From an optimization exercise on the open Yosys and OpenROAD flow, aimed at small area and few clock cycles per item; shortcuts taken in it are not production practice. The RTL was checked by simulation tests, not by an equivalence proof against the original design.

===== design/flow/config.mk =====
export PLATFORM = sky130hd
export DESIGN_NAME = scan_polar_to_cartesian_wall_filter_top
export DESIGN_NICKNAME = scan_polar_to_cartesian_wall_filter_top
export VERILOG_FILES = /design/flow/design.v
export SDC_FILE = /design/flow/constraint.sdc
export NUM_CORES = 4
export LEC_CHECK = 0
export CAP_MARGIN = 20
export CORE_MARGIN = 2
export CORE_UTILIZATION = 40
export SLEW_MARGIN = 20

===== design/flow/constraint.sdc =====
create_clock -name core_clock -period 8.0 [get_ports {clk}]
set_input_delay 1.6000 -clock core_clock [delete_from_list [all_inputs] [get_ports {clk}]]
set_output_delay 1.6000 -clock core_clock [all_outputs]
set_load 0.01 [all_outputs]

===== design/flow/design.v =====
package spcwf_pkg;
  localparam int RANGE_W = 16;
  localparam int COORD_W = 17;
  localparam int ANGLE_W = 9;
  localparam int THRESH_W = 18;
  localparam int QUARTER_STEPS = 90;
  localparam int REM_W = 7;
  localparam int CFG_INDEX_W = 2;
  localparam int CFG_DATA_W = 17;
  localparam int QUEUE_DEPTH = 2;
  typedef enum logic [CFG_INDEX_W-1:0] {
    REG_WALL_FILTER_ENABLE = 2'd0,
    REG_WALL_BOUNDARY      = 2'd1,
    REG_WALL_TOLERANCE     = 2'd2
  } reg_index_t;
  typedef enum logic [1:0] {
    QUAD_FIRST  = 2'd0,
    QUAD_SECOND = 2'd1,
    QUAD_THIRD  = 2'd2,
    QUAD_FOURTH = 2'd3
  } quad_t;
  typedef struct packed {
    logic [RANGE_W-1:0] range_sample;
    quad_t              quad;
    logic [REM_W-1:0]   rem;
    logic [ANGLE_W-1:0] angle_degrees;
  } spcwf_item_t;
  localparam int ITEM_W = RANGE_W + 2 + REM_W + ANGLE_W;
endpackage
import spcwf_pkg::*;
module spcwf_front #(
  parameter int ANGLE_STEPS = 360
) (
  input  logic                     clk,
  input  logic                     rst,
  input  logic                     sample_valid,
  output logic                     sample_ready,
  input  logic [15:0]              sample_range,
  input  logic                     sample_scan_start,
  output logic                     push_valid,
  input  logic                     push_ready,
  output logic [ITEM_W-1:0]        push_item
);
  localparam int CW = $clog2(ANGLE_STEPS);
  localparam logic [CW-1:0] LAST_ANGLE = CW'(ANGLE_STEPS - 1);
  localparam logic [REM_W-1:0] LAST_REM = REM_W'(QUARTER_STEPS - 1);
  logic [CW-1:0]    angle_counter;
  logic [CW-1:0]    angle_counter_next;
  spcwf_pkg::quad_t            quad;
  spcwf_pkg::quad_t            quad_next;
  logic [REM_W-1:0] rem;
  logic [REM_W-1:0] rem_next;
  logic [CW-1:0]    angle_cur;
  spcwf_pkg::quad_t            quad_cur;
  logic [REM_W-1:0] rem_cur;
  logic [CW+8:0]    angle_wide;
  logic             accept;
  spcwf_pkg::spcwf_item_t push_fields;
  assign sample_ready = push_ready;
  assign push_valid = sample_valid;
  assign accept = sample_valid && push_ready;
  always_comb begin
    angle_cur = sample_scan_start ? '0 : angle_counter;
    quad_cur = sample_scan_start ? QUAD_FIRST : quad;
    rem_cur = sample_scan_start ? '0 : rem;
  end
  always_comb begin
    if (angle_cur == LAST_ANGLE) begin
      angle_counter_next = '0;
      quad_next = QUAD_FIRST;
      rem_next = '0;
    end else if (rem_cur == LAST_REM) begin
      angle_counter_next = angle_cur + 1'b1;
      quad_next = spcwf_pkg::quad_t'(2'(quad_cur + 2'd1));
      rem_next = '0;
    end else begin
      angle_counter_next = angle_cur + 1'b1;
      quad_next = quad_cur;
      rem_next = rem_cur + 1'b1;
    end
  end
  always_ff @(posedge clk) begin
    if (rst) begin
      angle_counter <= '0;
      quad <= QUAD_FIRST;
      rem <= '0;
    end else if (accept) begin
      angle_counter <= angle_counter_next;
      quad <= quad_next;
      rem <= rem_next;
    end
  end
  assign angle_wide = {9'd0, angle_cur};
  always_comb begin
    push_fields.range_sample = sample_range;
    push_fields.quad = quad_cur;
    push_fields.rem = rem_cur;
    push_fields.angle_degrees = angle_wide[ANGLE_W-1:0];
  end
  assign push_item = push_fields;
endmodule
import spcwf_pkg::*;
module spcwf_queue (
  input  logic                   clk,
  input  logic                   rst,
  input  logic                   in_valid,
  output logic                   in_ready,
  input  logic [ITEM_W-1:0]      in_item,
  output logic                   out_valid,
  input  logic                   out_ready,
  output logic [ITEM_W-1:0]      out_item
);
  localparam int PW = $clog2(QUEUE_DEPTH);
  localparam int CNT_W = $clog2(QUEUE_DEPTH + 1);
  logic [ITEM_W-1:0] entries [QUEUE_DEPTH];
  logic [PW-1:0]    wr_ptr;
  logic [PW-1:0]    rd_ptr;
  logic [CNT_W-1:0] count;
  logic             push;
  logic             pop;
  assign in_ready = (count != CNT_W'(QUEUE_DEPTH));
  assign out_valid = (count != '0);
  assign push = in_valid && in_ready;
  assign pop = out_valid && out_ready;
  assign out_item = entries[rd_ptr];
  always_ff @(posedge clk) begin
    if (rst) begin
      wr_ptr <= '0;
      rd_ptr <= '0;
      count <= '0;
    end else begin
      if (push) begin
        wr_ptr <= (wr_ptr == PW'(QUEUE_DEPTH - 1)) ? '0 : wr_ptr + 1'b1;
      end
      if (pop) begin
        rd_ptr <= (rd_ptr == PW'(QUEUE_DEPTH - 1)) ? '0 : rd_ptr + 1'b1;
      end
      if (push && !pop) begin
        count <= count + 1'b1;
      end else if (pop && !push) begin
        count <= count - 1'b1;
      end
    end
  end
  always_ff @(posedge clk) begin
    if (push) begin
      entries[wr_ptr] <= in_item;
    end
  end
endmodule
import spcwf_pkg::*;
module spcwf_back (
  input  logic                   clk,
  input  logic                   rst,
  input  logic                   item_valid,
  output logic                   item_ready,
  input  logic [ITEM_W-1:0]      item_bits,
  input  logic                   filter_enable,
  input  logic signed [17:0]     wall_threshold,
  output logic                   point_valid,
  input  logic                   point_ready,
  output logic signed [16:0]     point_x,
  output logic signed [16:0]     point_y,
  output logic [8:0]             point_angle
);
  localparam int TRIG_FRACTION_BITS = 15;
  localparam int MW = TRIG_FRACTION_BITS + 1;
  localparam int PW = RANGE_W + MW;
  function automatic logic [MW-1:0] sine_rom(input logic [REM_W-1:0] d);
    case (d)
      7'd0: sine_rom = 16'd0;
      7'd1: sine_rom = 16'd572;
      7'd2: sine_rom = 16'd1144;
      7'd3: sine_rom = 16'd1715;
      7'd4: sine_rom = 16'd2286;
      7'd5: sine_rom = 16'd2856;
      7'd6: sine_rom = 16'd3425;
      7'd7: sine_rom = 16'd3993;
      7'd8: sine_rom = 16'd4560;
      7'd9: sine_rom = 16'd5126;
      7'd10: sine_rom = 16'd5690;
      7'd11: sine_rom = 16'd6252;
      7'd12: sine_rom = 16'd6813;
      7'd13: sine_rom = 16'd7371;
      7'd14: sine_rom = 16'd7927;
      7'd15: sine_rom = 16'd8481;
      7'd16: sine_rom = 16'd9032;
      7'd17: sine_rom = 16'd9580;
      7'd18: sine_rom = 16'd10126;
      7'd19: sine_rom = 16'd10668;
      7'd20: sine_rom = 16'd11207;
      7'd21: sine_rom = 16'd11743;
      7'd22: sine_rom = 16'd12275;
      7'd23: sine_rom = 16'd12803;
      7'd24: sine_rom = 16'd13328;
      7'd25: sine_rom = 16'd13848;
      7'd26: sine_rom = 16'd14365;
      7'd27: sine_rom = 16'd14876;
      7'd28: sine_rom = 16'd15384;
      7'd29: sine_rom = 16'd15886;
      7'd30: sine_rom = 16'd16384;
      7'd31: sine_rom = 16'd16877;
      7'd32: sine_rom = 16'd17364;
      7'd33: sine_rom = 16'd17847;
      7'd34: sine_rom = 16'd18324;
      7'd35: sine_rom = 16'd18795;
      7'd36: sine_rom = 16'd19261;
      7'd37: sine_rom = 16'd19720;
      7'd38: sine_rom = 16'd20174;
      7'd39: sine_rom = 16'd20622;
      7'd40: sine_rom = 16'd21063;
      7'd41: sine_rom = 16'd21498;
      7'd42: sine_rom = 16'd21926;
      7'd43: sine_rom = 16'd22348;
      7'd44: sine_rom = 16'd22763;
      7'd45: sine_rom = 16'd23170;
      7'd46: sine_rom = 16'd23571;
      7'd47: sine_rom = 16'd23965;
      7'd48: sine_rom = 16'd24351;
      7'd49: sine_rom = 16'd24730;
      7'd50: sine_rom = 16'd25102;
      7'd51: sine_rom = 16'd25466;
      7'd52: sine_rom = 16'd25822;
      7'd53: sine_rom = 16'd26170;
      7'd54: sine_rom = 16'd26510;
      7'd55: sine_rom = 16'd26842;
      7'd56: sine_rom = 16'd27166;
      7'd57: sine_rom = 16'd27482;
      7'd58: sine_rom = 16'd27789;
      7'd59: sine_rom = 16'd28088;
      7'd60: sine_rom = 16'd28378;
      7'd61: sine_rom = 16'd28660;
      7'd62: sine_rom = 16'd28932;
      7'd63: sine_rom = 16'd29197;
      7'd64: sine_rom = 16'd29452;
      7'd65: sine_rom = 16'd29698;
      7'd66: sine_rom = 16'd29935;
      7'd67: sine_rom = 16'd30163;
      7'd68: sine_rom = 16'd30382;
      7'd69: sine_rom = 16'd30592;
      7'd70: sine_rom = 16'd30792;
      7'd71: sine_rom = 16'd30983;
      7'd72: sine_rom = 16'd31164;
      7'd73: sine_rom = 16'd31336;
      7'd74: sine_rom = 16'd31499;
      7'd75: sine_rom = 16'd31651;
      7'd76: sine_rom = 16'd31795;
      7'd77: sine_rom = 16'd31928;
      7'd78: sine_rom = 16'd32052;
      7'd79: sine_rom = 16'd32166;
      7'd80: sine_rom = 16'd32270;
      7'd81: sine_rom = 16'd32365;
      7'd82: sine_rom = 16'd32449;
      7'd83: sine_rom = 16'd32524;
      7'd84: sine_rom = 16'd32588;
      7'd85: sine_rom = 16'd32643;
      7'd86: sine_rom = 16'd32688;
      7'd87: sine_rom = 16'd32723;
      7'd88: sine_rom = 16'd32748;
      7'd89: sine_rom = 16'd32763;
      7'd90: sine_rom = 16'd32768;
      default: sine_rom = 16'd0;
    endcase
  endfunction
  spcwf_pkg::spcwf_item_t item;
  logic               adv;
  logic [REM_W-1:0]   rem_c;
  logic [MW-1:0]      s_r;
  logic [MW-1:0]      s_c;
  logic [MW-1:0]      smag;
  logic [MW-1:0]      cmag;
  logic               sneg;
  logic               cneg;
  logic               s1_valid;
  logic [RANGE_W-1:0] s1_range;
  logic [MW-1:0]      s1_smag;
  logic [MW-1:0]      s1_cmag;
  logic               s1_sneg;
  logic               s1_cneg;
  logic [ANGLE_W-1:0] s1_angle;
  logic [PW-1:0]      prod_x;
  logic [PW-1:0]      prod_y;
  logic               s2_valid;
  logic [RANGE_W-1:0] s2_px;
  logic [RANGE_W-1:0] s2_py;
  logic               s2_sneg;
  logic               s2_cneg;
  logic [ANGLE_W-1:0] s2_angle;
  logic [COORD_W-1:0] x_val;
  logic [COORD_W-1:0] y_val;
  logic               keep;
  assign item = item_bits;
  assign adv = !point_valid || point_ready;
  assign item_ready = adv;
  assign rem_c = REM_W'(QUARTER_STEPS) - item.rem;
  assign s_r = sine_rom(item.rem);
  assign s_c = sine_rom(rem_c);
  always_comb begin
    case (item.quad)
      QUAD_FIRST: begin
        smag = s_r; sneg = 1'b0; cmag = s_c; cneg = 1'b0;
      end
      QUAD_SECOND: begin
        smag = s_c; sneg = 1'b0; cmag = s_r; cneg = 1'b1;
      end
      QUAD_THIRD: begin
        smag = s_r; sneg = 1'b1; cmag = s_c; cneg = 1'b1;
      end
      default: begin
        smag = s_c; sneg = 1'b1; cmag = s_r; cneg = 1'b0;
      end
    endcase
  end
  assign prod_x = PW'(s1_range) * PW'(s1_cmag);
  assign prod_y = PW'(s1_range) * PW'(s1_smag);
  always_comb begin
    x_val = s2_cneg ? -{1'b0, s2_px} : {1'b0, s2_px};
    y_val = s2_sneg ? -{1'b0, s2_py} : {1'b0, s2_py};
    keep = !filter_enable || ($signed({y_val[COORD_W-1], y_val}) > wall_threshold);
  end
  always_ff @(posedge clk) begin
    if (rst) begin
      s1_valid <= 1'b0;
      s2_valid <= 1'b0;
      point_valid <= 1'b0;
    end else if (adv) begin
      s1_valid <= item_valid;
      s2_valid <= s1_valid;
      point_valid <= s2_valid && keep;
    end
  end
  always_ff @(posedge clk) begin
    if (adv) begin
      s1_range <= item.range_sample;
      s1_smag <= smag;
      s1_cmag <= cmag;
      s1_sneg <= sneg;
      s1_cneg <= cneg;
      s1_angle <= item.angle_degrees;
      s2_px <= prod_x[TRIG_FRACTION_BITS +: RANGE_W];
      s2_py <= prod_y[TRIG_FRACTION_BITS +: RANGE_W];
      s2_sneg <= s1_sneg;
      s2_cneg <= s1_cneg;
      s2_angle <= s1_angle;
      point_x <= $signed(x_val);
      point_y <= $signed(y_val);
      point_angle <= s2_angle;
    end
  end
endmodule
import spcwf_pkg::*;
module scan_polar_to_cartesian_wall_filter_top #(
  parameter int ANGLE_STEPS = 360
) (
  input  logic                               clk,
  input  logic                               rst,
  input  logic                               sample_valid,
  output logic                               sample_ready,
  input  logic [15:0]                        sample_range,
  input  logic                               sample_scan_start,
  output logic                               point_valid,
  input  logic                               point_ready,
  output logic signed [16:0]                 point_x,
  output logic signed [16:0]                 point_y,
  output logic [8:0]                         point_angle,
  input  logic                               cfg_we,
  input  logic [spcwf_pkg::CFG_INDEX_W-1:0]  cfg_index,
  input  logic [spcwf_pkg::CFG_DATA_W-1:0]   cfg_data
);
  logic                       wall_filter_enable;
  logic signed [COORD_W-1:0]  wall_boundary;
  logic [RANGE_W-1:0]         wall_tolerance;
  logic signed [THRESH_W-1:0] wall_threshold;
  logic        push_valid;
  logic        push_ready;
  logic [ITEM_W-1:0] push_item;
  logic        q_valid;
  logic        q_ready;
  logic [ITEM_W-1:0] q_item;
  always_ff @(posedge clk) begin
    if (rst) begin
      wall_filter_enable <= 1'b0;
      wall_boundary <= '0;
      wall_tolerance <= '0;
    end else if (cfg_we) begin
      case (cfg_index)
        REG_WALL_FILTER_ENABLE: wall_filter_enable <= cfg_data[0];
        REG_WALL_BOUNDARY:      wall_boundary <= $signed(cfg_data[COORD_W-1:0]);
        REG_WALL_TOLERANCE:     wall_tolerance <= cfg_data[RANGE_W-1:0];
        default: begin
        end
      endcase
    end
  end
  assign wall_threshold = $signed({wall_boundary[COORD_W-1], wall_boundary})
                        - $signed({2'b00, wall_tolerance});
  spcwf_front #(
    .ANGLE_STEPS(ANGLE_STEPS)
  ) u_front (
    .clk        (clk),
    .rst        (rst),
    .sample_valid      (sample_valid),
    .sample_ready      (sample_ready),
    .sample_range      (sample_range),
    .sample_scan_start (sample_scan_start),
    .push_valid (push_valid),
    .push_ready (push_ready),
    .push_item  (push_item)
  );
  spcwf_queue u_queue (
    .clk       (clk),
    .rst       (rst),
    .in_valid  (push_valid),
    .in_ready  (push_ready),
    .in_item   (push_item),
    .out_valid (q_valid),
    .out_ready (q_ready),
    .out_item  (q_item)
  );
  spcwf_back u_back (
    .clk            (clk),
    .rst            (rst),
    .item_valid     (q_valid),
    .item_ready     (q_ready),
    .item_bits      (q_item),
    .filter_enable  (wall_filter_enable),
    .wall_threshold (wall_threshold),
    .point_valid    (point_valid),
    .point_ready    (point_ready),
    .point_x        (point_x),
    .point_y        (point_y),
    .point_angle    (point_angle)
  );
endmodule

===== design/flow/run.sh =====
#!/bin/bash
# synth_recipe.tcl (not shown) runs the flow's synth.tcl, then flattens the netlist and writes it again
# the make line also repeats each setting of config.mk as NAME=value (left out here)
make -C /OpenROAD-flow-scripts/flow DESIGN_CONFIG=/design/flow/config.mk WORK_HOME=/design/flow/orfs CLKGATE_MAP_FILE= SYNTH_SCRIPT=/design/flow/synth_recipe.tcl finish

==> flow_metrics.tcl <==
set metrics [dict create \
    clk_pin_slew_ns 0.06 \
    via_per_inst 5.38 \
    area_growth_pct 9.31 \
    finalMaxSlewViolations 0 \
    grt_usage_pct 19.7 \
    max_slew.worst_pin.slew_ns 1.12 \
    drt_iter0_drc 1811 \
    htreeDepth 1 \
    startpoint_type "flop" \
    layout_commonest_cell "nand2_1" \
    gp_congestion 0.942 \
    drv_cap 0 \
    post_cts_resize_count 0 \
    fin_tns_setup_ns 0 \
    hold_viol 0 \
    yosysTopAreaCell "fa_1" \
    drc 0 \
    grt_antenna_before_repair 2 \
    period_share_pct 87.6 \
    min_period_ns 7.01 \
    clockRootBuffer "clkbuf_16" \
    synth-async-reset-ratio_pct 0 \
    wl_per_cell_um 18.2 \
    status "complete, no violations" \
    synth_area_leaders "fa_1, edfxtp_1, ha_1" \
    dp.cells 4292 \
    final_cell_mix "nand2_1, inv_1, fa_1" \
    fin_worst_skew_ns 0.0404 \
    synth_cell_types 91 \
    fin_cells 4347 \
    cts_buffers 30 \
    ys.flop_type "edfxtp_1" \
    cts_setup_buffers 0 \
    hpwl_um 57900 \
    grt_pass1_vias 23800 \
    hp-start "u_back.s2_angle[3]$_DFFE_PN_" \
    clock_latency_ns 0.61 \
    drtAntennaViolNets 0 \
    hold_class "reg -> reg" \
    cts_hold_buf 0 \
    fillers 7555 \
    r2r_start "u_back.s1_range[8]$_DFFE_PN_" \
    rsz0062_at_grt "false" \
    required_ns 8.33 \
    synth_seq_cells 273 \
    grt_overflow 0 \
    cp-end-kind "flop" \
    synth_seq_area_share_pct 24.4 \
    arrival_ns 7.33 \
    synth-edff-count 213 \
    timing.fmax_mhz 143 \
    ios 86 \
    nNetsFinal 3967 \
    grt_pass1_wl_um 128000 \
    coreArea_um2 77200 \
    setup_viol 0 \
    place.port_buffers 85 \
    max_slew_margin_pct 25.3 \
    dr.pass1.iters 7 \
    grt_start_max_net_pins 148 \
    dieArea_um2 80000 \
    synth_cells 3302 \
    critPathLaunch "u_back.s1_range[8]$_DFFE_PN_" \
    num_antenna_cells 0 \
    clockBufferDepth 3 \
    critPathKind "reg -> reg" \
    die_w_um 283 \
    drive_above_1_share_pct 5.65 \
    synth.net_count 3985 \
    die_h_um 283 \
    synth_top_area_share_pct 24.8 \
    via_count 23400 \
    yosys_warnings 4 \
    syn_area_um2 31100 \
    avgSynthCellArea_um2 9.42 \
    critical_path_peak_fanout 26 \
    tritoncts "built" \
    clock_sinks 273 \
    start_util_pct 40.3 \
    num_rows 102 \
    wl_um 79200 \
]
==> flip-flops by register name, indices dropped and copies added (netlist names), 16 cells and up, named ones only <==
name	cells
u_back.point_x	17
u_back.point_y	17
u_back.s1_cmag	16
u_back.s1_range	16
u_back.s1_smag	16
u_back.s2_px	16
u_back.s2_py	16
u_queue.entries	68
wall_boundary	17
wall_tolerance	16
==> worst max-delay path, stage by stage (launching register included) <==
cell and delay [ns]:
edfxtp_1 1.09, nand2_1 0.19, fa_1 0.59, inv_1 0.05
fa_1 0.47, fa_1 0.59, fa_1 0.43, fa_1 0.48
inv_1 0.05, fa_1 0.47, inv_1 0.04, ha_1 0.32
a21o_1 0.21, a21o_1 0.18, a21o_1 0.18, and2_1 0.16
a211oi_1 0.59, o21ai_0 0.20, o41ai_1 0.35, xnor2_1 0.10
==> worst paths after layout <==
path | end | slack (ns) | cells after the start
hold / removal | u_back.point_angle[3]$_DFFE_PN_ | 0.42 | 0
setup reg to reg | u_back.s2_px[10]$_DFFE_PN_ | 0.99 | 19
setup / recovery | u_back.s2_px[10]$_DFFE_PN_ | 0.99 | 19
hold reg to reg | u_back.point_angle[3]$_DFFE_PN_ | 0.42 | 0
==> cell families after synthesis <==
| logic type | Yosys count | share of synthesized area, % |
|---|---|---|
| xor+xnor | 96 | 2.73 |
| compound gates | 529 | 11.1 |
| buf+inv | 674 | 8.31 |
| mux | 75 | 2.98 |
| flops | 273 | 24.4 |
| simple gates | 1013 | 15.3 |
| fa+ha+maj | 642 | 35.1 |
==> routing by layer <==
metal	share of wire (%)	global-route usage (%)	wire length, µm
met1	42	26.3	33500
met4	2.6	5.43	2070
met2	49	33.7	38400
met5	0	0	0
met3	6.5	2.59	5120
==> stage by stage <==
stage	cell area, µm²	setup slack (ns)	util (%)	hold slack [ns]
2_1_floorplan	31100	0.789	-	0.400
4_1_cts	34000	0.959	44.1	0.417
5_1_grt	34000	0.572	44.1	0.423
3_3_place_gp	33000	1.18	42.7	0.403
3_5_place_dp	33000	0.967	42.7	0.406
6_report	34000	0.994	44.1	0.417
==> area by class of cell <==
class | count | area [µm²] | share of cell area, %
Clock inverter | 20 | 269 | 0.791
Clock buffer | 35 | 790 | 2.32
Sequential cell | 273 | 7600 | 22.3
Multi-Input combinational cell | 2355 | 21000 | 61.7
Inverter | 490 | 1840 | 5.41
Timing Repair Buffer | 134 | 1230 | 3.60
Tap cell | 1040 | 1300 | 3.83
==> cell usage after synthesis, types with 7 or more instances <==
| cell | n |
|---|---|
| a211oi_1 | 23 |
| a21o_1 | 29 |
| a21oi_1 | 151 |
| a221oi_1 | 9 |
| a22oi_1 | 8 |
| a311oi_1 | 11 |
| a31oi_1 | 33 |
| and2_1 | 227 |
| and3_1 | 11 |
| buf_1 | 8 |
| buf_2 | 26 |
| clkbuf_1 | 146 |
| dfxtp_1 | 60 |
| edfxtp_1 | 213 |
| fa_1 | 385 |
| ha_1 | 257 |
| inv_1 | 488 |
| mux2_2 | 41 |
| mux2i_1 | 22 |
| mux4_2 | 8 |
| nand2_1 | 489 |
| nand2b_1 | 16 |
| nand3_1 | 35 |
| nand4_1 | 20 |
| nor2_1 | 116 |
| nor2b_1 | 21 |
| nor3_1 | 34 |
| o2111ai_1 | 7 |
| o211ai_1 | 26 |
| o21a_1 | 7 |
| o21ai_0 | 112 |
| o221ai_1 | 13 |
| o22ai_1 | 9 |
| o31ai_1 | 14 |
| or2_2 | 7 |
| or3_1 | 13 |
| xnor2_1 | 74 |
| xor2_1 | 21 |
Testbench counts, summed over its fixed seeds: cycles 23,158, items 23,040.

==> port drivers added, routing unchanged <==
The results above use ideal ports. As a check the final layout listed here was re-extracted and re-timed, cells and wires unchanged.
Step 1 (the two cells are an assumption about what drives the block):
set clk [get_ports {clk}]
set_driving_cell -lib_cell sky130_fd_sc_hd__clkbuf_16 $clk
set_driving_cell -lib_cell sky130_fd_sc_hd__buf_2 [delete_from_list [all_inputs] $clk]
Step 2 times the ports against the registers' clock, not the clock port: input delays grow and output delays shrink by t, the midpoint of the rising clock arrivals with the driver on.
a / b / c = ideal / step 1 / step 2; a / b = the first two.
shift t [ns]: 0.649
setup slack, ns: 0.994 / 0.994 / 0.994
worst setup path after step 2: register to register
After both steps setup and hold are still met in this run. For this run, drivers alone change the setup slack by 0.000 ns; drivers and shift together by 0.000 ns.
